This is an optimization exercise on Yosys and OpenROAD, whose aim is small area, a short achievable clock period and few clock cycles per item, not a production implementation. The RTL was checked by simulation tests, not by an equivalence proof against the original design. Power figures rest on the tool's default switching activity, not on a simulated workload.

==> flow/design.v <==
`default_nettype none
package bfa_pkg;
  localparam int SLOTS_DEFAULT        = 16;
  localparam int ADDRESS_BITS_DEFAULT = 16;
  localparam int CFG_W    = 5;
  localparam int MODE_W   = 2;
  localparam int SLOT_F_W = 4;
  localparam int SIZE_W   = 16;
  localparam int ADDR_F_W = 16;
  localparam int STATUS_W = 2;
  localparam logic [MODE_W-1:0] MODE_LOAD  = 2'd0;
  localparam logic [MODE_W-1:0] MODE_ALLOC = 2'd1;
  localparam logic [MODE_W-1:0] MODE_READ  = 2'd2;
  localparam logic [STATUS_W-1:0] ST_DONE  = 2'd0;
  localparam logic [STATUS_W-1:0] ST_NOFIT = 2'd1;
  localparam logic [STATUS_W-1:0] ST_RANGE = 2'd2;
  typedef struct packed {
    logic [MODE_W-1:0]   mode;
    logic [SLOT_F_W-1:0] slot;
    logic [SIZE_W-1:0]   size;
    logic [ADDR_F_W-1:0] start_address;
  } bfa_in_t;
  typedef struct packed {
    logic [STATUS_W-1:0] status;
    logic [SLOT_F_W-1:0] chosen_slot;
    logic [ADDR_F_W-1:0] granted_address;
    logic [SIZE_W-1:0]   remaining_size;
  } bfa_out_t;
endpackage
`default_nettype wire
`default_nettype none
module bfa_ram #(
  parameter int WIDTH = 32,
  parameter int DEPTH = 16,
  parameter int AW    = (DEPTH > 1) ? $clog2(DEPTH) : 1
) (
  input  logic             clk,
  input  logic             we,
  input  logic [AW-1:0]    waddr,
  input  logic [WIDTH-1:0] wdata,
  input  logic [AW-1:0]    raddr,
  output logic [WIDTH-1:0] rdata
);
  logic [WIDTH-1:0] mem [DEPTH];
  always_ff @(posedge clk) begin
    if (we) begin
      mem[waddr] <= wdata;
    end
    rdata <= mem[raddr];
  end
endmodule
`default_nettype wire
`default_nettype none
import bfa_pkg::*;
module best_fit_block_allocator_core #(
  parameter int SLOTS        = bfa_pkg::SLOTS_DEFAULT,
  parameter int ADDRESS_BITS = bfa_pkg::ADDRESS_BITS_DEFAULT
) (
  input  logic                      clk,
  input  logic                      rst,
  input  logic                      cfg_valid,
  output logic                      cfg_ready,
  input  logic [bfa_pkg::CFG_W-1:0] cfg_data,
  input  logic                      in_valid,
  output logic                      in_ready,
  input  logic [37:0]               in_data,
  output logic                      out_valid,
  input  logic                      out_ready,
  output logic [37:0]               out_data
);
  localparam int N = 16;
  logic [16*N-1:0] t_size;
  logic [16*N-1:0] t_start;
  logic [N-1:0] mask;
  logic         w_valid;
  logic         w_load, w_alloc, w_read;
  logic [3:0]   w_slot;
  logic [15:0]  w_ops;
  logic [15:0]  w_opa;
  logic         w_cin;
  logic [15:0]  w_req;     
  logic [N*N-1:0] b;
  logic [N*N-1:0] bt;
  logic [N-1:0] l_oh;
  logic [N-1:0] l_below;
  logic [15:0]  l_size;
  logic [15:0]  l_start;
  logic advance;
  logic go;
  assign advance   = !out_valid || out_ready;
  assign go        = w_valid && advance;
  assign in_ready  = !w_valid || advance;
  assign cfg_ready = 1'b1;
  wire [1:0]  i_mode  = in_data[37:36];
  wire [3:0]  i_slot  = in_data[35:32];
  wire [15:0] i_size  = in_data[31:16];
  wire [15:0] i_start = in_data[15:0];
  always_ff @(posedge clk) begin
    if (rst) begin
      mask <= '0;
    end else if (cfg_valid) begin
      for (int k = 0; k < N; k++) mask[k] <= (5'(k) < cfg_data);
    end
  end
  always_ff @(posedge clk) begin
    if (rst) begin
      w_valid <= 1'b0;
    end else if (in_ready) begin
      w_valid <= in_valid;
    end
  end
  always_ff @(posedge clk) begin
    if (in_ready) begin
      w_load  <= in_valid && (i_mode == MODE_LOAD);
      w_alloc <= in_valid && (i_mode == MODE_ALLOC);
      w_read  <= in_valid && (i_mode == MODE_READ);
      w_slot  <= i_slot;
      w_ops   <= (i_mode == MODE_ALLOC) ? ~i_size :
                 (i_mode == MODE_LOAD)  ? i_size  : 16'd0;
      w_opa   <= (i_mode == MODE_ALLOC) ? i_size  :
                 (i_mode == MODE_LOAD)  ? i_start : 16'd0;
      w_cin   <= (i_mode == MODE_ALLOC);
      w_req   <= i_size;
    end
  end
  logic [N-1:0] amask, dec, ldec;
  always_comb begin
    for (int k = 0; k < N; k++) begin
      amask[k] = w_alloc && mask[k];
      dec[k]   = w_read && (w_slot == 4'(k));
      ldec[k]  = w_load && (w_slot == 4'(k));
    end
  end
  logic [15:0]  next_req;
  logic [N-1:0] ge_pre;
  logic [N-1:0] ge_r;
  assign next_req = in_ready ? i_size : w_req;
  for (genvar j = 0; j < N; j++) begin : g_ge
    bfa_cmp #(.W(16)) u_ge (.a(t_size[16*j +: 16]), .b(next_req), .lt(), .ge(ge_pre[j]));
  end
  always_ff @(posedge clk) ge_r <= ge_pre;
  logic [N-1:0] win;
  logic         found;
  bfa_pick u_pick (
    .t_size  (t_size),
    .t_start (t_start),
    .req     (w_req),
    .ge_r    (ge_r),
    .amask   (amask),
    .l_size  (l_size),
    .l_start (l_start),
    .l_oh    (l_oh),
    .l_below (l_below),
    .b       (b),
    .bt      (bt),
    .win     (win),
    .found   (found)
  );
  for (genvar i = 0; i < N; i++) begin : g_b
    for (genvar j = 0; j < N; j++) begin : g_bj
      if (j > i) begin : g_keep
        always_ff @(posedge clk) b[N*i + j] <= bt[N*i + j];
      end else begin : g_zero
        assign b[N*i + j] = 1'b0;
      end
    end
  end
  logic [N-1:0] sel;
  logic [N-1:0] wen;
  logic [15:0]  s_sel, a_sel;
  logic [15:0]  bus_size, bus_start;
  assign sel = win | dec;
  assign wen = (win | ldec) & {N{go}};
  logic [N-1:0] wen_below;
  always_comb begin
    wen_below[0] = 1'b0;
    for (int i = 1; i < N; i++) wen_below[i] = wen_below[i-1] | wen[i-1];
  end
  bfa_upd u_upd (
    .t_size    (t_size),
    .t_start   (t_start),
    .sel       (sel),
    .ops       (w_ops),
    .opa       (w_opa),
    .cin       (w_cin),
    .s_sel     (s_sel),
    .a_sel     (a_sel),
    .bus_size  (bus_size),
    .bus_start (bus_start)
  );
  always_ff @(posedge clk) begin
    for (int i = 0; i < N; i++) begin
      if (wen[i]) begin
        t_size[16*i +: 16]  <= bus_size;
        t_start[16*i +: 16] <= bus_start;
      end
    end
    l_oh    <= wen;
    l_below <= wen_below;
    l_size  <= bus_size;
    l_start <= bus_start;
  end
  logic [3:0]  win_idx;
  logic [37:0] res;
  always_comb begin
    win_idx = '0;
    for (int i = 0; i < N; i++) win_idx = win_idx | (4'(i) & {4{win[i]}});
    if (w_load) begin
      res = {ST_DONE, w_slot, bus_start, bus_size};
    end else if (w_read) begin
      res = {ST_DONE, w_slot, bus_start, bus_size};
    end else if (w_alloc) begin
      if (found) res = {ST_DONE, win_idx, a_sel, bus_size};
      else       res = {ST_NOFIT, 4'd0, 16'd0, 16'd0};
    end else begin
      res = {ST_RANGE, w_slot, 16'd0, 16'd0};
    end
  end
  always_ff @(posedge clk) begin
    if (rst) begin
      out_valid <= 1'b0;
    end else if (advance) begin
      out_valid <= w_valid;
    end
  end
  always_ff @(posedge clk) begin
    if (go) out_data <= res;
  end
endmodule
module bfa_pick #(
  parameter int N = 16
) (
  input  logic [16*N-1:0] t_size,
  input  logic [16*N-1:0] t_start,
  input  logic [15:0]     req,
  input  logic [N-1:0]    ge_r,      
  input  logic [N-1:0]    amask,
  input  logic [15:0]     l_size,
  input  logic [15:0]     l_start,
  input  logic [N-1:0]    l_oh,
  input  logic [N-1:0]    l_below,
  input  logic [N*N-1:0]  b,
  output logic [N*N-1:0]  bt,
  output logic [N-1:0]    win,
  output logic            found
);
  logic [N-1:0] wb, fe, x;
  logic         gw, fw;
  bfa_cmp #(.W(16)) u_gw (.a(l_size), .b(req), .lt(), .ge(gw));
  for (genvar j = 0; j < N; j++) begin : g_cmp
    bfa_cmp #(.W(33)) u_wb (.a({l_size, l_start, 1'b0}),
                            .b({t_size[16*j +: 16], t_start[16*j +: 16], l_below[j]}),
                            .lt(wb[j]), .ge());
  end
  always_comb begin
    fe = amask & ge_r & ~l_oh;
    fw = |(amask & l_oh) && gw;
    bt = '0;
    for (int i = 0; i < N; i++) begin
      for (int j = i + 1; j < N; j++) begin
        bt[N*i + j] = l_oh[i] ? wb[j] : (l_oh[j] ? !wb[i] : b[N*i + j]);
      end
    end
    for (int i = 0; i < N; i++) begin
      x[i] = fe[i];
      for (int j = 0; j < N; j++) begin
        if (j > i) x[i] = x[i] && (!fe[j] || b[N*i + j]);
        if (j < i) x[i] = x[i] && (!fe[j] || !b[N*j + i]);
      end
    end
  end
  bfa_win u_win (.x(x), .fe(fe), .fw(fw), .wb(wb), .l_oh(l_oh), .win(win), .found(found));
endmodule
module bfa_win #(
  parameter int N = 16
) (
  input  logic [N-1:0] x,
  input  logic [N-1:0] fe,
  input  logic         fw,
  input  logic [N-1:0] wb,
  input  logic [N-1:0] l_oh,
  output logic [N-1:0] win,
  output logic         found
);
  logic y;
  always_comb begin
    y = &(~fe | wb);
    for (int i = 0; i < N; i++) win[i] = l_oh[i] ? (fw && y) : (x[i] && (!fw || !wb[i]));
    found = (|fe) || fw;
  end
endmodule
module bfa_upd #(
  parameter int N = 16
) (
  input  logic [16*N-1:0] t_size,
  input  logic [16*N-1:0] t_start,
  input  logic [N-1:0]    sel,
  input  logic [15:0]     ops,
  input  logic [15:0]     opa,
  input  logic            cin,
  output logic [15:0]     s_sel,
  output logic [15:0]     a_sel,
  output logic [15:0]     bus_size,
  output logic [15:0]     bus_start
);
  always_comb begin
    s_sel = '0;
    a_sel = '0;
    for (int i = 0; i < N; i++) begin
      s_sel = s_sel | (t_size[16*i +: 16]  & {16{sel[i]}});
      a_sel = a_sel | (t_start[16*i +: 16] & {16{sel[i]}});
    end
  end
  bfa_add16 u_sub (.a(s_sel), .b(ops), .cin(cin),  .s(bus_size));
  bfa_add16 u_add (.a(a_sel), .b(opa), .cin(1'b0), .s(bus_start));
endmodule
module bfa_add16 (
  input  logic [15:0] a,
  input  logic [15:0] b,
  input  logic        cin,
  output logic [15:0] s
);
  logic [15:0] p, g, t, c;
  assign p = a ^ b;
  assign g = a & b;
  assign t = a | b;
  bfa_carry16 u_c (.g(g), .t(t), .cin(cin), .c(c));
  assign s = p ^ {c[14:0], cin};
endmodule
module bfa_carry16 (
  input  logic [15:0] g,
  input  logic [15:0] t,
  input  logic        cin,
  output logic [15:0] c
);
  logic [15:0] gg [5];
  logic [15:0] pp [5];
  always_comb begin
    gg[0] = g;
    gg[0][0] = g[0] | (t[0] & cin);
    pp[0] = t;
    for (int l = 0; l < 4; l++) begin
      gg[l+1] = gg[l];
      pp[l+1] = pp[l];
      for (int k = (1 << l); k < 16; k++) begin
        gg[l+1][k] = gg[l][k] | (pp[l][k] & gg[l][k - (1 << l)]);
        pp[l+1][k] = pp[l][k] & pp[l][k - (1 << l)];
      end
    end
    c = gg[4];
  end
endmodule
module bfa_cmp #(
  parameter int W = 16
) (
  input  logic [W-1:0] a,
  input  logic [W-1:0] b,
  output logic         lt,
  output logic         ge
);
  logic [W-1:0] l, e;
  assign l = ~a & b;
  assign e = ~a | b;
  bfa_cmp_tree #(.W(W)) u_t (.l(l), .e(e), .lt(lt));
  assign ge = !lt;
endmodule
module bfa_cmp_tree #(
  parameter int W = 16
) (
  input  logic [W-1:0] l,
  input  logic [W-1:0] e,
  output logic         lt
);
  localparam int L = $clog2(W);
  localparam int P = 1 << L;
  logic [P-1:0] ll [L+1];
  logic [P-1:0] ee [L+1];
  always_comb begin
    ll[0] = '0;
    ee[0] = '1;
    ll[0][W-1:0] = l;
    ee[0][W-1:0] = e;
    for (int s = 0; s < L; s++) begin
      ll[s+1] = '0;
      ee[s+1] = '1;
      for (int k = 0; k < (P >> (s + 1)); k++) begin
        ll[s+1][k] = ll[s][2*k+1] || (ee[s][2*k+1] && ll[s][2*k]);
        ee[s+1][k] = ll[s][2*k+1] || (ee[s][2*k+1] && ee[s][2*k]);
      end
    end
    lt = ll[L][0];
  end
endmodule
`default_nettype wire
==> flow/run.sh <==
#!/bin/bash
# synth_recipe.tcl (not shown) runs the flow's synth.tcl, then flattens the netlist and writes it again
# the make line also repeats each setting of config.mk as NAME=value (left out here)
make -C /OpenROAD-flow-scripts/flow DESIGN_CONFIG=/design/flow/config.mk WORK_HOME=/design/flow/orfs CLKGATE_MAP_FILE= SYNTH_SCRIPT=/design/flow/synth_recipe.tcl finish
==> flow/config.mk <==
export PLATFORM = sky130hd
export DESIGN_NAME = best_fit_block_allocator_core
export DESIGN_NICKNAME = best_fit_block_allocator_core
export VERILOG_FILES = /design/flow/design.v
export SDC_FILE = /design/flow/constraint.sdc
export NUM_CORES = 4
export LEC_CHECK = 0
export CAP_MARGIN = 20
export CORE_MARGIN = 2
export CORE_UTILIZATION = 55
export SETUP_SLACK_MARGIN = 4.0
export SLEW_MARGIN = 20
export SYNTH_HIERARCHICAL = 1
export SYNTH_MINIMUM_KEEP_SIZE = 0
export TNS_END_PERCENT = 5
==> flow/constraint.sdc <==
create_clock -name core_clock -period 10.0 [get_ports {clk}]
set_input_delay 2.0000 -clock core_clock [delete_from_list [all_inputs] [get_ports {clk}]]
set_output_delay 2.0000 -clock core_clock [all_outputs]
set_load 0.01 [all_outputs]
==> results of run 1 <==
-- cell type report --
type	count	area (um2)
repair buffers	538	5568
multi-input cells	4527	32340
fillers	7418	30630
flip-flops and latches	822	22470
diodes	2	5.005
well taps	1276	1597
inverters	145	554.3
clock inverters	61	671.9
clock buffers	119	2590
-- how the worst max path moves through the flow --
stage	from	to	slack (ns)	depth (start not counted)
6_report	t_start[162]$_DFFE_PP_	out_data[29]$_DFFE_PP_	3.82	29
5_1_grt	l_start[12]$_DFF_P_	out_data[25]$_DFFE_PP_	3.74	30
4_1_cts	l_start[0]$_DFF_P_	out_data[27]$_DFFE_PP_	3.99	32
3_5_place_dp	l_start[2]$_DFF_P_	out_data[28]$_DFFE_PP_	1.61	26
3_3_place_gp	l_start[2]$_DFF_P_	out_data[28]$_DFFE_PP_	1.64	28
2_1_floorplan	l_size[11]$_DFF_P_	out_data[30]$_DFFE_PP_	4.01	28
-- metrics by stage --
stage | area (um2) | cells | hold slack (ns) | setup WS (ns)
after floorplan | 53410 | 5651 | 0.4491 | 4.006
after global placement | 56530 | 7015 | 0.4615 | 1.641
after detailed placement | 56530 | 7015 | 0.4642 | 1.608
after CTS | 63360 | 7383 | 0.4757 | 3.991
after global routing | 65790 | 7488 | 0.4890 | 3.743
final | 65790 | 7490 | 0.4769 | 3.819
-- flip-flops by register name, summed over array words and instances (netlist names), 4 cells and up --
register / cells
t_size: 256
t_start: 256
b: 120
out_data: 38
ge_r: 16
l_oh: 16
l_size: 16
l_start: 16
mask: 16
w_opa: 16
w_ops: 16
w_req: 16
l_below: 14
w_slot: 4
-- timing repair --
item | in CTS | in global routing
setup endpoints to repair | 623 | 391
pin swaps | 80 | 132
resized for setup | 471 | 299
cloned | 14 | 11
setup buffers | 174 | 94
hold endpoints to repair | 0 | 0
-- report_power, final --
group | internal (mW) | total (mW) | switching [mW]
registers | 4.14 | 4.58 | 0.434
logic | 1.61 | 4.27 | 2.66
clock network | 2.14 | 3.70 | 1.56
-- routing by layer --
layer / global-route usage (%) / up-vias / wire (um)
li1: - / 21347 / -
met1: 51.85 / 23465 / 81010
met2: 64.17 / 2544 / 95490
met3: 6.723 / 657 / 18460
met4: 25.56 / 4 / 15630
met5: 0 / - / 27
-- worst max-delay path: cells and delay by family, from the launching register on --
kind / cells / cell delay, ns
xor+xnor: 1 / 0.19
compound gates: 14 / 3.16
buf+inv: 9 / 1.23
fa+ha+maj: 1 / 0.17
simple gates: 4 / 0.70
flops: 1 / 0.43
==> summary.txt, run 1 <==
Post-DR wirelength/cell -> 28.12 um
Critical-path maximum fanout -> 7
Root Driver -> clkbuf_16
Die Wd -> 315.5 um
Endpoints failing hold -> 0
TritonCTS clock tree -> done
Die area -> 99510 um2
Status -> no timing/DRC/antenna violations
H-tree depth -> 3
Largest net degree at the start of global routing -> 42
Hold Startpoint -> mask[14]$_SDFFE_PP0P_
Worst-path clk slew -> 0.06 ns
GRT Overall Usage -> 40.54%
Max-cap violations -> 0
Grt total ovfl -> 0
Utilization after layout -> 68.23%
Detailed-route wire length -> 210.6 mm
RSZ-0062 raised after global routing -> true
CP peak stage delay -> 0.52 ns
Vias -> 48017
Finish-stage setup viols -> 0
Most frequent cells in the layout -> 794 x nor2b_2, 763 x nand2b_1, 590 x edfxtp_1, 551 x nand2_1, 467 x a21oi_1
Max-Slew Margin vs Limit -> 15.23%
Total power -> 12.54 mW
Hold Path End -> mask[14]$_SDFFE_PP0P_
Cells on worst reg2reg path -> 29
FP Rows -> 114
Via-to-Cell Ratio -> 6.411
Slowest-stage cell, CP -> a221oi_4
Peak supply drop -> 0.0002258 V
Hold Crit Depth -> 2
1st-pass router iterations -> 9
Crit path time final -> 6.181 ns
Final Cycle Share -> 61.81%
Remaining antenna violation count -> 0
Worst setup SP type -> flip-flop
Worst EP required -> 10.46 ns
Area Growth Syn to Fin -> 23.32%
R2R Path Start -> t_start[162]$_DFFE_PP_
Max Fclk -> 0.1618 GHz
Fin nets -> 6239
Post-route setup TNS -> 0 ns
CTS max path bufs -> 3
Pleak -> 24.55 nW
Number of global-route vias before repair -> 44790
Worst-Skew Late Latency -> 0.72 ns
Cells after synthesis -> 5635
I/O pin cnt -> 89
Initial core utilization -> 55.33%
Dpl hpwl -> 143.7 mm
DRT iter0 DRCs -> 5960
Worst-Margin Slew -> 1.254 ns
Post-CTS Hold Buffers -> 0
Crit Path Class -> reg -> reg
Pwr dens -> 190.7 nW/um2
RD Place Congestion -> 1.011
CP dominant cell by count -> o21ai_4
Ys Warns -> 154
Clk_skew -> 0.03213 ns
Max-slew violations -> 0
Global-route wire length before repair -> 295.9 mm
Most common cell after layout, fill and taps aside -> nor2b_2
Mapped Avg Cell Area -> 9.468 um2
Worst Path Arrival -> 6.64 ns
Buffers on Ports -> 87
Reg2reg setup slack -> 3.82 ns
Die height -> 315.5 um
CP endpoint kind -> flip-flop
Initial antenna violation count -> 8
CTS buffer count -> 95
Share of layout cells above drive strength 1 -> 32.02%
Clk sinks -> 822
Placeable Area -> 96420 um2
Worst hold path class -> reg -> reg
FF-to-FF End -> out_data[29]$_DFFE_PP_
Mapped Area -> 53350 um2
DRC -> 0
Testbench counts, summed over its fixed seeds: cycles 6,640, items 6,528.
==> inputs of run 2 (changes only) <==
--- a/flow/config.mk
+++ b/flow/config.mk
@@ -7,8 +7,8 @@
 export LEC_CHECK = 0
 export CAP_MARGIN = 20
 export CORE_MARGIN = 2
-export CORE_UTILIZATION = 55
-export SETUP_SLACK_MARGIN = 4.0
+export CORE_UTILIZATION = 50
+export SETUP_SLACK_MARGIN = 3.75
 export SLEW_MARGIN = 20
 export SYNTH_HIERARCHICAL = 1
 export SYNTH_MINIMUM_KEEP_SIZE = 0
==> run 2 against run 1 <==
Against the previous run:
- global-route usage is 5.4 points lower
- fmax is 2.2% lower
- critical path depth stayed put
- combinational power is 7.7% lower
- largest power group unchanged
==> summary.txt, run 2 <==
Initial antenna violation count -> 3 (-5)
Endpoints failing hold -> 0 (unchanged)
TritonCTS clock tree -> done
Placeable Area -> 105600 um2 (+9.5%)
Buffers on Ports -> 87 (unchanged)
Remaining antenna violation count -> 0 (unchanged)
Placed Area -> 56540 um2 (about the same)
Biggest regs -> t_size: 256 flops, t_start: 256 flops, b: 120 flops
Ys Warns -> 154 (unchanged)
GRT Overall Usage -> 35.15% (-5.4 points)
Crit Path Class -> reg -> reg
FILL cells -> 8909 (+20%)
Utilization after layout -> 60.96% (-7.3 points)
Clk sinks -> 822 (unchanged)
I/O pin cnt -> 89 (unchanged)
Die Wd -> 330.7 um (+4.8%)
Number of global-route vias before repair -> 43226 (-3.5%)
Most frequent cells in the layout -> 797 x nor2b_2, 772 x nand2b_1, 590 x edfxtp_1, 559 x nand2_1, 505 x a21oi_1
Detailed-route wire length -> 199.6 mm (-5.2%)
Mapped Avg Cell Area -> 9.468 um2 (unchanged)
RSZ-0062 raised after global routing -> true
FP Rows -> 119 (+4.4%)
Post-route setup TNS -> 0 ns (unchanged)
Worst setup SP type -> flip-flop
Max Fclk -> 0.1581 GHz (-2.2%)
Worst-Margin Slew -> 1.334 ns (+0.07928 ns)
FF-to-FF End -> out_data[23]$_DFFE_PP_
Pwr dens -> 190.7 nW/um2 (about the same)
CP startpoint -> l_size[12]$_DFF_P_
Area occupied by multi-input gates -> 31580 um2 (-2.4%)
Finish-stage setup viols -> 0 (unchanged)
DRT iter0 DRCs -> 5916 (-0.74%)
Grt total ovfl -> 0 (unchanged)
Via-to-Cell Ratio -> 6.230 (-2.8%)
Peak supply drop -> 0.0001624 V (-28%)
Slowest-stage cell, CP -> dfxtp_4
Die height -> 330.7 um (+4.8%)
Worst-Skew Late Latency -> 0.70 ns (-0.02 ns)
H-tree depth -> 3 (unchanged)
Share of layout cells above drive strength 1 -> 29.51% (-2.5 points)
RD Place Congestion -> 0.9546 (-5.6%)
CP peak stage delay -> 0.43 ns (-0.09 ns)
Worst hold path class -> reg -> reg
Max-Slew Margin vs Limit -> 10.84% (-4.4 points)
Dpl hpwl -> 139.2 mm (-3.2%)
CTS buffer count -> 97 (+2.1%)
Pleak -> 23.98 nW (-2.3%)
Cells on worst reg2reg path -> 29 (unchanged)
Max-slew violations -> 0 (unchanged)
1st-pass router iterations -> 6 (-3)
Worst EP required -> 10.44 ns (-0.02 ns)
FF/Latch Area -> 22460 um2 (about the same)
Post-DR wirelength/cell -> 26.42 um (-6.0%)
Clk_skew -> 0.03616 ns (+0.004033 ns)
Final Cycle Share -> 63.23% (+1.4 points)
DRC -> 0 (unchanged)
Vias -> 47073 (-2.0%)
Status -> no timing/DRC/antenna violations
Crit path time final -> 6.323 ns (+0.1419 ns)
Post-CTS Hold Buffers -> 0 (unchanged)
CP endpoint kind -> flip-flop
Global-route wire length before repair -> 283.5 mm (-4.2%)
Critical-path maximum fanout -> 18 (+11)
Largest net degree at the start of global routing -> 39 (-7.1%)
Worst-path clk slew -> 0.06 ns (about the same)
Initial core utilization -> 50.54% (-4.8 points)
Mapped Area -> 53350 um2 (unchanged)
Fin nets -> 6192 (-0.75%)
CTS max path bufs -> 3 (unchanged)
Area Growth Syn to Fin -> 20.63%
Critical Path End -> out_data[23]$_DFFE_PP_
Cells after synthesis -> 5635 (unchanged)
Most common cell after layout, fill and taps aside -> nor2b_2
Max-cap violations -> 0 (unchanged)
Root Driver -> clkbuf_16
Final Cell Area -> 64360 um2 (-2.2%)
Worst Path Arrival -> 6.76 ns (+0.12 ns)
Die area -> 109300 um2 (+9.9%)
R2R Path Start -> l_size[12]$_DFF_P_
Reg2reg setup slack -> 3.68 ns (-0.14 ns)
CP dominant cell by count -> buf_12
-- run 2: what timing repair did --
action,in CTS,in global routing
resized for setup,243,257
pin swaps,57,82
buffers inserted,105,144
endpoints found under the setup margin,576,384
endpoints found under the hold margin,0,0
gates cloned,9,6
-- run 2: how the worst min path moves through the flow --
stage / start / to / slack (ns) / depth (start not counted)
after floorplan: mask[11]$_SDFFE_PP0P_ / mask[11]$_SDFFE_PP0P_ / 0.45 / 2
after global placement: mask[5]$_SDFFE_PP0P_ / mask[5]$_SDFFE_PP0P_ / 0.46 / 2
after detailed placement: mask[7]$_SDFFE_PP0P_ / mask[7]$_SDFFE_PP0P_ / 0.47 / 2
after CTS: mask[7]$_SDFFE_PP0P_ / mask[7]$_SDFFE_PP0P_ / 0.48 / 2
after global routing: mask[5]$_SDFFE_PP0P_ / mask[5]$_SDFFE_PP0P_ / 0.49 / 2
final: mask[3]$_SDFFE_PP0P_ / mask[3]$_SDFFE_PP0P_ / 0.47 / 2
-- run 2: worst max-delay path, delay by kind of cell (launching register included) --
family                     cells  cell delay (ns)
AOI/OAI and AO/OA             14             2.97
xor gates and xnor gates       1             0.14
adders and majority gates      1             0.27
buffers and inverters          7             1.20
DFF                            1             0.43
and+or+nand+nor                6             1.00
-- run 2: layout make-up --
type                    count  area share (%)
inverters                 145          0.8554
diodes                      1        0.003888
flip-flops and latches    822           34.91
clock inverters            51          0.8652
clock buffers             130           4.347
well taps                1391           2.704
repair buffers            488           7.250
multi-input cells        4528           49.07
-- run 2: metal layers --
metal | vias up | part of all wire, % | routed length [um] | GRT usage, %
li1 | 21256 | - | - | -
met1 | 23005 | 42 | 84260 | 49.21
met2 | 2335 | 43 | 86430 | 53.03
met3 | 475 | 9.0 | 17980 | 5.929
met4 | 2 | 5.5 | 10950 | 16.40
met5 | - | 0.0055 | 11 | 0
-- run 2: report_power, final --
part | leakage [nW] | internal (mW) | total, mW | switching (mW)
combinational | 14.9 | 1.48 | 3.94 | 2.46
clock | 1.65 | 2.24 | 3.78 | 1.54
sequential | 7.42 | 4.14 | 4.56 | 0.412
total | 24.0 | 7.86 | 12.3 | 4.41
-- run 2: through the flow --
stage	power (mW)	cells	worst slack [ns]	hold slack, ns
2_1_floorplan	6.451	5651	3.953	0.4491
3_3_place_gp	7.677	7110	1.489	0.4639
3_5_place_dp	7.753	7110	1.573	0.4667
4_1_cts	11.81	7405	3.733	0.4792
5_1_grt	12.72	7555	3.611	0.4931
6_report	12.27	7556	3.677	0.4745
==> inputs of run 3 (changes only) <==
--- a/flow/config.mk
+++ b/flow/config.mk
@@ -7,7 +7,7 @@
 export LEC_CHECK = 0
 export CAP_MARGIN = 20
 export CORE_MARGIN = 2
-export CORE_UTILIZATION = 50
+export CORE_UTILIZATION = 62
 export SETUP_SLACK_MARGIN = 3.75
 export SLEW_MARGIN = 20
 export SYNTH_HIERARCHICAL = 1
==> run 3 against run 2 <==
Against the previous run:
- still clean
- fmax down 1.9%
- total power decreased by 0.57%
- worst hold slack gained 0.0021 ns
- sequential share of layout area is 0.20 points higher
- sequential power about the same
- first-iteration DRC count up 16%
- clock skew fell by 0.0042 ns
- critical path depth decreased by 3
- combinational power barely moved
- worst setup slack lost 0.12 ns
- die area shrank 19%
- largest power group unchanged
- highest routed layer unchanged
==> summary.txt, run 3 <==
Status -> no timing/DRC/antenna violations
Endpoints failing hold -> 0 (unchanged)
Fin nets -> 6170 (-0.36%)
Worst-path clk slew -> 0.06 ns (about the same)
Pwr dens -> 190.6 nW/um2 (about the same)
Max-cap violations -> 0 (unchanged)
CP endpoint kind -> flip-flop
Worst-Skew Late Latency -> 0.72 ns (+0.02 ns)
Biggest regs -> t_size: 256 flops, t_start: 256 flops, b: 120 flops
Final Cycle Share -> 64.47% (+1.2 points)
Setup slack after layout -> 3.553 ns (-0.1239 ns)
Remaining antenna violation count -> 0 (unchanged)
Critical-path maximum fanout -> 18 (unchanged)
Worst Path Arrival -> 6.89 ns (+0.13 ns)
Ys Warns -> 154 (unchanged)
Hold Crit Depth -> 2 (unchanged)
FP Rows -> 107 (-10%)
Mapped Avg Cell Area -> 9.468 um2 (unchanged)
Clk_skew -> 0.03200 ns (-0.004166 ns)
Dpl hpwl -> 139.5 mm (+0.18%)
Hold Path End -> mask[6]$_SDFFE_PP0P_
Initial antenna violation count -> 8 (+5)
CTS max path bufs -> 3 (unchanged)
GRT Overall Usage -> 44.53% (+9.4 points)
Reg2reg setup slack -> 3.55 ns (-0.12 ns)
Worst EP required -> 10.45 ns (about the same)
CTS buffer count -> 91 (-6.2%)
H-tree depth -> 3 (unchanged)
Cells after synthesis -> 5635 (unchanged)
Pleak -> 23.83 nW (-0.61%)
Area Growth Syn to Fin -> 19.99%
Root Driver -> clkbuf_16
Share of layout cells above drive strength 1 -> 29.17% (-0.34 points)
Global-route wire length before repair -> 292.9 mm (+3.3%)
Largest net degree at the start of global routing -> 37 (-5.1%)
DRC -> 0 (unchanged)
Buffers on Ports -> 87 (unchanged)
Finish-stage setup viols -> 0 (unchanged)
Crit path time final -> 6.447 ns (+0.1239 ns)
TritonCTS clock tree -> done
I/O pin cnt -> 89 (unchanged)
Total power -> 12.20 mW (-0.57%)
Via-to-Cell Ratio -> 6.703 (+7.6%)
Peak supply drop -> 0.0001880 V (+16%)
RD Place Congestion -> 1.075 (+13%)
Die Wd -> 297.3 um (-10%)
RSZ-0062 raised after global routing -> true
Number of global-route vias before repair -> 45238 (+4.7%)
Post-DR wirelength/cell -> 28.66 um (+8.5%)
Crit Path Class -> reg -> reg
R2R Path Start -> l_start[3]$_DFF_P_
Detailed-route wire length -> 208.8 mm (+4.6%)
1st-pass router iterations -> 9 (+3)
Worst setup SP type -> flip-flop
Hold Startpoint -> mask[6]$_SDFFE_PP0P_
Mapped Area -> 53350 um2 (unchanged)
DRT iter0 DRCs -> 6846 (+16%)
Cells on worst reg2reg path -> 26 (-10%)
DP Worst Slack -> 1.499 ns (-0.07412 ns)
Placeable Area -> 85280 um2 (-19%)
Clk sinks -> 822 (unchanged)
Initial core utilization -> 62.56% (+12 points)
Grt total ovfl -> 0 (unchanged)
Most frequent cells in the layout -> 799 x nor2b_2, 778 x nand2b_1, 590 x edfxtp_1, 562 x nand2_1, 497 x a21oi_1
Vias -> 48848 (+3.8%)
Max-Slew Margin vs Limit -> 17.81% (+7.0 points)
Most common cell after layout, fill and taps aside -> nor2b_2
Post-route setup TNS -> 0 ns (unchanged)
Die height -> 297.3 um (-10%)
Worst hold path class -> reg -> reg
Max-slew violations -> 0 (unchanged)
Worst-Margin Slew -> 1.233 ns (-0.1010 ns)
Max Fclk -> 0.1551 GHz (-1.9%)
FF-to-FF End -> out_data[23]$_DFFE_PP_
Die area -> 88410 um2 (-19%)
[run 3: cell count changes in the layout (fill, tap and decap cells not counted), sizes merged, moves of 3 or more]
cell | previous run | this run
buf | 395 | 375
clkinv | 33 | 21
clkbuf | 138 | 142
a21o | 102 | 105
diode | 1 | 4
[run 3: metrics by stage]
| step | utilization (%) | hold slack, ns | area [um2] | instances |
|---|---|---|---|---|
| detailed placement | 66.03 | 0.4642 | 56310 | 6872 |
| global route | 75.05 | 0.4978 | 64010 | 7283 |
| finish | 75.07 | 0.4765 | 64020 | 7287 |
| floorplan | - | 0.4491 | 53410 | 5651 |
| global placement | 66.03 | 0.4610 | 56310 | 6872 |
| CTS | 72.07 | 0.4773 | 61460 | 7125 |
[run 3: layout make-up]
cell class	instances	area, um2
antenna	4	10.01
timing repair buffer	469	4682
clock inverter	38	561.8
clock buffer	134	2693
tap	1144	1431
multi-input combinational	4531	31620
sequential	822	22470
inverter	145	548.0
fill	6053	21260
[run 3: worst max path at each step]
stage                        startpoint                     end  depth (start not counted)
global route         l_start[3]$_DFF_P_  out_data[23]$_DFFE_PP_                         27
global placement     l_size[12]$_DFF_P_   out_data[7]$_DFFE_PP_                         26
finish               l_start[3]$_DFF_P_  out_data[23]$_DFFE_PP_                         26
CTS                 l_start[14]$_DFF_P_   out_data[7]$_DFFE_PP_                         29
floorplan            l_size[13]$_DFF_P_  out_data[30]$_DFFE_PP_                         28
detailed placement   l_size[12]$_DFF_P_   out_data[7]$_DFFE_PP_                         26
[run 3: layer usage]
| layer | GRT usage [%] | up-vias | part of all wire [%] | routed length, um |
|---|---|---|---|---|
| li1 | - | 21185 | - | - |
| met1 | 55.08 | 23378 | 36 | 74490 |
| met5 | 0 | - | 0.032 | 66 |
| met3 | 12.01 | 916 | 12 | 25680 |
| met4 | 30.77 | 10 | 8.9 | 18600 |
| met2 | 67.99 | 3359 | 43 | 89990 |
[run 3: power by group]
| group | switching (mW) | internal [mW] | leakage [nW] | total, mW |
|---|---|---|---|---|
| logic | 2.51 | 1.44 | 14.8 | 3.95 |
| clock network | 1.50 | 2.17 | 1.58 | 3.67 |
| registers | 0.441 | 4.14 | 7.42 | 4.59 |
| total | 4.45 | 7.75 | 23.8 | 12.2 |
[run 3: worst max-delay path, stage by stage, from the launching register on]
cell,delay [ns]
dfxtp_4,0.38
buf_4,0.19
nand2b_1,0.09
a21oi_1,0.24
nor2_1,0.10
a221oi_2,0.34
buf_4,0.22
o21ai_4,0.14
a311o_2,0.48
buf_12,0.17
o2111ai_4,0.20
or4_4,0.32
o21ai_4,0.13
o21bai_4,0.30
buf_4,0.25
a22o_1,0.20
a221oi_1,0.38
nand4_1,0.15
buf_4,0.19
ha_1,0.23
a21oi_2,0.19
nand3_4,0.16
a21o_1,0.26
a31o_1,0.26
xor2_1,0.14
buf_4,0.19
a22o_1,0.25
[run 3: what timing repair did]
item | CTS | global route
hold buffers | 0 | 0
setup endpoints to repair | 688 | 488
buffers inserted | 69 | 147
pin swaps | 21 | 75
gates cloned | 12 | 10
gates resized for setup | 261 | 251

## static timing again, ports no longer ideal
The results above use ideal ports. As a check the final layouts listed here were re-extracted and re-timed, cells and wires unchanged. Step 1 assumes that a clkbuf_16 drives the clock port and a buf_2 every other input. Step 2 times the ports against the registers' clock, not the clock port: input delays grow and output delays shrink by t, the midpoint of the rising clock arrivals with the driver on. Three values: ideal ports, drivers, drivers and shift; two values: the first two.
run | shift t [ns] | slack for setup (ns) | latest minus earliest clock arrival (ns) | worst register clock-pin slew, ns | worst data-port slew with drivers (ns)
run 1 | 0.772 | 3.819 / 3.819 / 3.819 | 0.032 / 0.032 | 0.07 / 0.07 | 0.07
run 2 | 0.757 | 3.677 / 3.677 / 3.677 | 0.036 / 0.036 | 0.07 / 0.07 | 0.07
run 3 | 0.774 | 3.553 / 3.553 / 3.553 | 0.032 / 0.032 | 0.07 / 0.07 | 0.06
After both steps every run listed still meets setup and hold.
